What follows belongs to an exercise in optimizing a design on an open flow for small area; a production flow would make more cautious choices. The RTL was checked by simulation tests, not by an equivalence proof against the original design. Power figures rest on the tool's default switching activity, not on a simulated workload.

==> flow/design.v <==
module wb_regfile #(
    parameter logic [31:0] RESET_VAL = 32'h0000_0000,
    parameter bit          BYPASS_EN = 1'b1
) (
    input  logic        clk,
    input  logic        reset,
    input  logic [31:0] IR_W,
    input  logic [31:0] PC_W,
    input  logic [31:0] PC8_W,
    input  logic [31:0] AO_W,
    input  logic [31:0] MDO_W,
    input  logic [31:0] DR_W,
    input  logic [4:0]  A1,
    input  logic [4:0]  A2,
    output logic [31:0] RD1,
    output logic [31:0] RD2,
    output logic        WE_W,
    output logic [4:0]  WA_W,
    output logic [31:0] WD_W
);
    localparam logic [5:0] OP_SPECIAL = 6'h00, OP_JAL  = 6'h03, OP_ADDIU = 6'h09,
                           OP_SLTI    = 6'h0a, OP_SLTIU = 6'h0b, OP_ANDI = 6'h0c,
                           OP_ORI     = 6'h0d, OP_XORI = 6'h0e, OP_LUI   = 6'h0f,
                           OP_LB      = 6'h20, OP_LH   = 6'h21, OP_LW    = 6'h23,
                           OP_LBU     = 6'h24, OP_LHU  = 6'h25;
    localparam logic [5:0] F_SLL  = 6'h00, F_SRL  = 6'h02, F_SRA  = 6'h03, F_SLLV = 6'h04,
                           F_SRLV = 6'h06, F_SRAV = 6'h07, F_JALR = 6'h09, F_MFHI = 6'h10,
                           F_MFLO = 6'h12, F_ADDU = 6'h21, F_SUBU = 6'h23, F_AND  = 6'h24,
                           F_OR   = 6'h25, F_XOR  = 6'h26, F_NOR  = 6'h27, F_SLT  = 6'h2a,
                           F_SLTU = 6'h2b;
    logic [31:1][31:0] r_regs;
    logic [5:0]  w_op;
    logic [5:0]  w_funct;
    logic [4:0]  w_rt;
    logic [4:0]  w_rd;
    logic        w_unused;
    assign w_op     = IR_W[31:26];
    assign w_funct  = IR_W[5:0];
    assign w_rt     = IR_W[20:16];
    assign w_rd     = IR_W[15:11];
    assign w_unused = ^{PC_W, IR_W[25:21], IR_W[10:6]};
    logic w_wr_rd, w_wr_rt, w_jal;
    always_comb begin
        w_wr_rd = 1'b0;
        if (w_op == OP_SPECIAL) begin
            case (w_funct)
                F_SLL, F_SRL, F_SRA, F_SLLV, F_SRLV, F_SRAV, F_ADDU, F_SUBU,
                F_AND, F_OR, F_XOR, F_NOR, F_SLT, F_SLTU, F_JALR, F_MFHI, F_MFLO:
                    w_wr_rd = 1'b1;
                default: w_wr_rd = 1'b0;
            endcase
        end
        case (w_op)
            OP_ADDIU, OP_ANDI, OP_ORI, OP_XORI, OP_LUI, OP_SLTI, OP_SLTIU,
            OP_LW, OP_LH, OP_LHU, OP_LB, OP_LBU: w_wr_rt = 1'b1;
            default:                             w_wr_rt = 1'b0;
        endcase
        w_jal = (w_op == OP_JAL);
    end
    logic w_wr;
    assign w_wr = w_wr_rd || w_wr_rt || w_jal;
    assign WE_W = (w_wr_rd && (w_rd != 5'd0)) || (w_wr_rt && (w_rt != 5'd0)) || w_jal;
    assign WA_W = (w_op[5] || w_op[3]) ? w_rt : (w_op[0] ? 5'd31 : w_rd);
    logic [7:0]  w_b;
    logic [15:0] w_h;
    logic [31:0] w_ext;
    always_comb begin
        case (AO_W[1:0])
            2'b00:   w_b = DR_W[7:0];
            2'b01:   w_b = DR_W[15:8];
            2'b10:   w_b = DR_W[23:16];
            default: w_b = DR_W[31:24];
        endcase
        w_h = AO_W[1] ? DR_W[31:16] : DR_W[15:0];
        if (w_op[1])      w_ext = DR_W;
        else if (w_op[0]) w_ext = {{16{w_h[15] & ~w_op[2]}}, w_h};
        else              w_ext = {{24{w_b[7] & ~w_op[2]}}, w_b};
        if (w_op[5])                          WD_W = w_ext;
        else if (w_op[3])                     WD_W = AO_W;
        else if (w_op[0])                     WD_W = PC8_W;
        else if (w_funct[4])                  WD_W = MDO_W;
        else if (w_funct[3] && !w_funct[5])   WD_W = PC8_W;
        else                                  WD_W = AO_W;
    end
    logic        r_phase;
    logic [31:0] w_ld_data;
    logic [31:0] w_wx;
    logic [31:1] w_ld, w_ld_n;
    logic [31:1][31:0] w_next;
    assign w_ld_data = reset ? RESET_VAL : WD_W;
    assign w_wx      = w_ld_data ^ {32{r_phase}};
    always_comb begin
        for (int i = 1; i < 32; i++) begin
            w_ld[i]   = reset || (w_wr && (WA_W == i[4:0]));
            w_ld_n[i] = !w_ld[i];
        end
    end
    for (genvar g = 1; g < 32; g++) begin : g_row
        wb_rf_hold u_hold (.q(r_regs[g]), .d(w_wx), .ld(w_ld[g]), .ld_n(w_ld_n[g]),
                           .y(w_next[g]));
    end
    always_ff @(posedge clk) begin
        r_phase <= !r_phase;
        r_regs  <= w_next;
    end
    function automatic logic byp_hit(input logic [4:0] a, input logic wr_rd, input logic wr_rt,
                                     input logic jal, input logic [4:0] rd,
                                     input logic [4:0] rt);
        byp_hit = (a != 5'd0) && ((wr_rd && (a == rd)) || (wr_rt && (a == rt)) ||
                                  (jal && (a == 5'd31)));
    endfunction
    logic        w_byp1, w_byp2;
    logic [31:1] w_sel1, w_sel2;
    assign w_byp1 = BYPASS_EN && byp_hit(A1, w_wr_rd, w_wr_rt, w_jal, w_rd, w_rt);
    assign w_byp2 = BYPASS_EN && byp_hit(A2, w_wr_rd, w_wr_rt, w_jal, w_rd, w_rt);
    always_comb begin
        for (int i = 1; i < 32; i++) begin
            w_sel1[i] = (A1 == i[4:0]);
            w_sel2[i] = (A2 == i[4:0]);
        end
    end
    logic [10:0][31:0] w_t1, w_t2;
    for (genvar g = 0; g < 10; g++) begin : g_aoi
        wb_rf_aoi222 u_p1 (.a0(r_regs[3*g+1]), .a1(r_regs[3*g+2]), .a2(r_regs[3*g+3]),
                           .s0(w_sel1[3*g+1]), .s1(w_sel1[3*g+2]), .s2(w_sel1[3*g+3]),
                           .y(w_t1[g]));
        wb_rf_aoi222 u_p2 (.a0(r_regs[3*g+1]), .a1(r_regs[3*g+2]), .a2(r_regs[3*g+3]),
                           .s0(w_sel2[3*g+1]), .s1(w_sel2[3*g+2]), .s2(w_sel2[3*g+3]),
                           .y(w_t2[g]));
    end
    assign w_t1[10] = ~(r_regs[31] & {32{w_sel1[31]}});
    assign w_t2[10] = ~(r_regs[31] & {32{w_sel2[31]}});
    logic [31:0] w_rf1, w_rf2;
    always_comb begin
        w_rf1 = '0;
        w_rf2 = '0;
        for (int i = 0; i < 11; i++) begin
            w_rf1 = w_rf1 | ~w_t1[i];
            w_rf2 = w_rf2 | ~w_t2[i];
        end
    end
    logic w_ph1, w_ph2;
    assign w_ph1 = r_phase && (A1 != 5'd0);
    assign w_ph2 = r_phase && (A2 != 5'd0);
    assign RD1 = w_byp1 ? WD_W : (w_rf1 ^ {32{w_ph1}});
    assign RD2 = w_byp2 ? WD_W : (w_rf2 ^ {32{w_ph2}});
endmodule
module wb_rf_hold (
    input  logic [31:0] q,
    input  logic [31:0] d,
    input  logic        ld,
    input  logic        ld_n,
    output logic [31:0] y
);
    assign y = ~((q | {32{ld}}) & (d | {32{ld_n}}));
endmodule
module wb_rf_aoi222 (
    input  logic [31:0] a0,
    input  logic [31:0] a1,
    input  logic [31:0] a2,
    input  logic        s0,
    input  logic        s1,
    input  logic        s2,
    output logic [31:0] y
);
    assign y = ~((a0 & {32{s0}}) | (a1 & {32{s1}}) | (a2 & {32{s2}}));
endmodule
==> flow/flow/run.sh <==
#!/bin/bash
# Standard ORFS layout with plain port buffers (not delay cells) and a clock tree of
# smaller buffers without dummy loads. Each step's full log stays in orfs/logs/.
set -euo pipefail
bash standard.sh \
  "BUFFER_PORTS_ARGS=-buffer_cell sky130_fd_sc_hd__buf_1" \
  "CTS_ARGS=-sink_clustering_enable -repair_clock_nets -dont_use_dummy_load -buf_list sky130_fd_sc_hd__clkbuf_16 -sink_clustering_size 24 -sink_clustering_max_diameter 100" \
  finish > make_finish.log 2>&1
==> flow/standard.sh <==
#!/bin/bash
# synth_recipe.tcl (not shown) runs the flow's synth.tcl, then flattens the netlist and writes it again
# the make line also repeats each setting of config.mk as NAME=value (left out here)
make -C /OpenROAD-flow-scripts/flow DESIGN_CONFIG=/design/flow/config.mk WORK_HOME=/design/flow/orfs CLKGATE_MAP_FILE= SYNTH_SCRIPT=/design/flow/synth_recipe.tcl "${@:-finish}"
==> flow/config.mk <==
export PLATFORM = sky130hd
export DESIGN_NAME = wb_regfile
export DESIGN_NICKNAME = wb_regfile
export VERILOG_FILES = /design/flow/design.v
export SDC_FILE = /design/flow/constraint.sdc
export NUM_CORES = 4
export LEC_CHECK = 0
export CAP_MARGIN = 20
export CORE_MARGIN = 2
export CORE_UTILIZATION = 62
export SETUP_SLACK_MARGIN = 0.4
export SLEW_MARGIN = 20
export SYNTH_HIERARCHICAL = 1
export SYNTH_MINIMUM_KEEP_SIZE = 0
==> flow/constraint.sdc <==
create_clock -name core_clock -period 6.5 [get_ports {clk}]
set_input_delay 1.3000 -clock core_clock [delete_from_list [all_inputs] [get_ports {clk}]]
set_output_delay 1.3000 -clock core_clock [all_outputs]
set_load 0.01 [all_outputs]
==> run notes <==
power breakdown:
part / switching (uW) / internal [uW]
clock network: 1960 / 1290
registers: 618 / 6850
logic: 1600 / 864
total: 4180 / 9010
modules after synthesis, one instance, submodules excluded:
module / flip-flops and latches / times used / cell area [um^2]
wb_regfile: 993 / 1 / 26830
wb_rf_aoi222: 0 / 20 / 402.9
wb_rf_hold: 0 / 31 / 251.5
through the flow:
| stage | setup slack [ps] | utilization, % | power (uW) | std cells |
|---|---|---|---|---|
| 2_1_floorplan | 1718 | - | 8851 | 4063 |
| 3_3_place_gp | 256.5 | 64.32 | 9676 | 5011 |
| 3_5_place_dp | 223.1 | 64.34 | 9831 | 5011 |
| 4_1_cts | 404.2 | 66.07 | 12890 | 5058 |
| 5_1_grt | 268.2 | 66.39 | 13460 | 5064 |
| 6_report | 204.6 | 66.42 | 13180 | 5073 |
path summary, 6_finish.rpt:
kind / slack, ps / to / start / depth (start not counted)
worst min-delay path: 480 / r_regs[284]$_DFF_P_ / r_regs[284]$_DFF_P_ / 1
worst min register to register: 480 / r_regs[284]$_DFF_P_ / r_regs[284]$_DFF_P_ / 1
worst max-delay path: 200 / RD1[7] / A1[0] / 11
worst max register to register: 4000 / r_regs[200]$_DFF_P_ / r_phase$_DFF_P_ / 5
state kept, by name (all words and copies together), names as in the netlist:
| signal | count |
|---|---|
| r_regs | 992 |
| r_phase | 1 |
repair_timing:
| item | 4_1_cts | 5_1_grt |
|---|---|---|
| buffers inserted | 0 | 0 |
| pin swaps | 0 | 3 |
| gates cloned | 0 | 0 |
| setup endpoints to repair | 3 | 22 |
| resized for setup | 4 | 25 |
worst max-delay path, delay by kind of cell:
family | cells | cell delay (ps)
AND/OR/NAND/NOR | 3 | 1330
AO/OA/AOI/OAI | 2 | 1170
multiplexers | 1 | 170
buffers and inverters | 4 | 880
XOR/XNOR | 1 | 120
layout by cell type (no fill, tap or decap), drive strengths merged, types with 6 or more instances in the layout:
cell,instances
a222oi,640
a21o,35
or2,15
a22o,10
diode,9
nand3,6
nor3,26
nand2b,18
inv,33
o21ai,29
a21oi,58
a22oi,6
nand4,129
xnor2,90
o211ai,20
a2111oi,64
nor2b,17
a221o,6
o22ai,999
nand2,95
o31ai,7
mux2,13
a211oi,10
or3b,6
nor2,118
o221ai,6
xor2,22
dfxtp,993
clkbuf,50
a221oi,6
buf,524
mux2i,70
nand3b,7
a2bb2oi,13
synth_stat cells, drive strengths merged (2+ instances only):
library cell,instances
a222oi,640
o221ai,6
dfxtp,993
nand4,129
a21oi,58
o22ai,999
o22a,4
nand2,95
clkbuf,51
o21ai,29
inv,33
a21o,35
nor2,118
nand3,6
a22oi,6
or3,3
xor2,22
o21bai,5
o221a,4
o211ai,20
and2,5
a31oi,2
buf,404
nor4,2
mux2,13
nor3,26
a2bb2oi,13
a22o,10
or2,15
o31ai,7
a21boi,3
a2111oi,64
or3b,6
nand2b,18
mux2i,70
a221o,6
a211oi,10
a221oi,6
clkinv,2
nand3b,7
nor2b,17
xnor2,90
per-layer routing:
layer / GRT usage [%] / share of wire, % / up-vias / wire [um]
met4: 35.10 / 8.2 / 12 / 15850
met1: 60.52 / 33 / 21270 / 64030
met3: 23.54 / 18 / 1287 / 34260
li1: - / - / 17690 / -
met2: 74.54 / 41 / 4701 / 79380
met5: 0 / 0.036 / - / 70
final cells by class:
| cell class | count | area (um^2) | area share (%) |
|---|---|---|---|
| Inverter | 35 | 131.4 | 0.2894 |
| Antenna cell | 9 | 22.52 | 0.04961 |
| Multi-Input combinational cell | 2580 | 19840 | 43.71 |
| Sequential cell | 993 | 19880 | 43.79 |
| Clock buffer | 47 | 1176 | 2.591 |
| Timing Repair Buffer | 527 | 3242 | 7.141 |
| Tap cell | 882 | 1104 | 2.431 |
kinds of logic (layout without fill, tap and decap cells):
group / Yosys count / in the layout / share of synthesized area (%)
AO/OA/AOI/OAI: 1933 / 1933 / 34.76
buffers and inverters: 490 / 609 / 8.873
multiplexers: 84 / 84 / 2.037
XOR/XNOR: 112 / 112 / 2.298
other: 0 / 9 / 0
AND/OR/NAND/NOR: 451 / 451 / 5.458
flip-flops: 993 / 993 / 46.57
==> metrics.yaml <==
min_path:
  min_path_type: "reg -> reg"
synth:
  synth.area.top_cells: "dfxtp_1 47%, a222oi_1 15%, o22ai_1 15%, buf_6 5.7%, nand4_1 1.9%"
  synthCells: 4063
  async_reset_ff_share_pct: 0
  yosys.area.top_type: "dfxtp_1"
  synth_seq_cells: 993
  ys_seq_area_share_pct: 46.57
  synthesis.area_um2: 42680
  synthDistinctLibCells: 67
  syn_avg_cell_area_um2: 10.51
  synth_warnings: 7
  synth_top_cell_area_share_pct: 46.57
  syn-num-nets: 4267
  synth_edf_count: 0
  ys.flop_type: "dfxtp_1"
cts:
  htree_levels: 2
  cts_num_sinks: 993
  numCtsBuffers: 47
  clk_pin_slew_worst_paths_ps: 90
  cts_tree: "done"
  clockBufferDepth: 3
  cts_hold_buffers: 0
  clk_latency_ps: 670
  cts-root-buf: "clkbuf_16"
timing:
  relSlewSlack_pct: 11.22
  fin_tns_setup_ps: 0
  period_needed_ps: 6295
  report.final.hold_viol_count: 0
  finalSetupViolCount: 0
  fmax_ghz: 0.1588
  fin_skew_ps: 51.41
  final-max-slew-violation-count: 0
  tightest_slew_ps: 1329
  hold_slack_ps: 475.5
  rsz0062_at_grt: "yes"
  post-route-period-util_pct: 96.85
critical_path:
  crit_chain: "buf_1 -> nand2b_1 -> nor2_2 -> buf_4 -> buf_4 -> a222oi_1 -> nand4_1 -> a2111oi_1 -> xnor2_1 -> mux2i_1 -> buf_1"
  critPathKind: "in -> out"
  worst_setup_path_start_kind: "primary input"
  critPathMaxStageDelay_ps: 830
  crit_arrival_ps: 5000
  critPathRequiredTime_ps: 5200
  cp_max_fo: 14
  slowest_stage: "a2111oi_1"
  setup.worst_path.end_class: "primary output"
die:
  initial_core_util_pct: 62.45
  die_h_um: 266.4
  die_width_um: 266.4
  rows: 96
  core_um2: 68350
  io_pins: 306
  dieArea_um2: 70960
global_routing:
  grt_pass1_wl_mm: 274.6
  grt_pass1_vias: 42600
  grtUsageTotal_pct: 51.39
  grt_max_degree: 59
  grt_overflow: 0
  antenna_found_initial: 15
place:
  gp_congestion: 1.024
  port_buffers: 263
  dp.final_hpwl_mm: 124.0
  place_area_um2: 43970
flow_run:
  maxCapViolCount: 0
cells_and_area:
  fin_nets: 4388
  fill_cells: 5399
  area_growth_pct: 6.355
  layout-drive-gt1-share_pct: 11.81
  final_area_um2: 45390
detailed_routing:
  via_per_inst: 8.862
  wl_per_cell_um: 38.16
  drtAntennaViolNets: 0
  drcViolationCount: 0
  totalWireLength_mm: 193.6
  drt_pass1_iterations: 15
  drtIter0Drc: 13610
  vias: 44960
power:
  vdd_drop_max_uv: 254.3
  power.leakage_uw: 0.01606
  p_per_area_nw_per_um2: 290.4
status:
  outcome: "finished clean"

==> re-timing with driven ports <==
How much do the figures lean on ideal ports? The routed layout below was timed once more, with nothing changed but the port constraints. Step 1 (the two cells are an assumption about what drives the block):
set clk [get_ports {clk}]
set_driving_cell -lib_cell sky130_fd_sc_hd__clkbuf_16 $clk
set_driving_cell -lib_cell sky130_fd_sc_hd__buf_2 [delete_from_list [all_inputs] $clk]
Step 2 moves the port delays by t, midway between the first and last clock arrival at a register: inputs arrive t later, outputs are due t later. That takes back most of the time a late clock gives input paths. Slacks: ideal ports / drivers / drivers and shift; pairs: ideal ports / drivers.
t (ns): 0.710
setup slack, ns: 0.205 / 0.174 / 0.174
worst setup path at the end: input to output
After both steps setup and hold are still met in this run. The setup slack of this run moves by -0.031 ns with the drivers and by -0.031 ns with both steps.
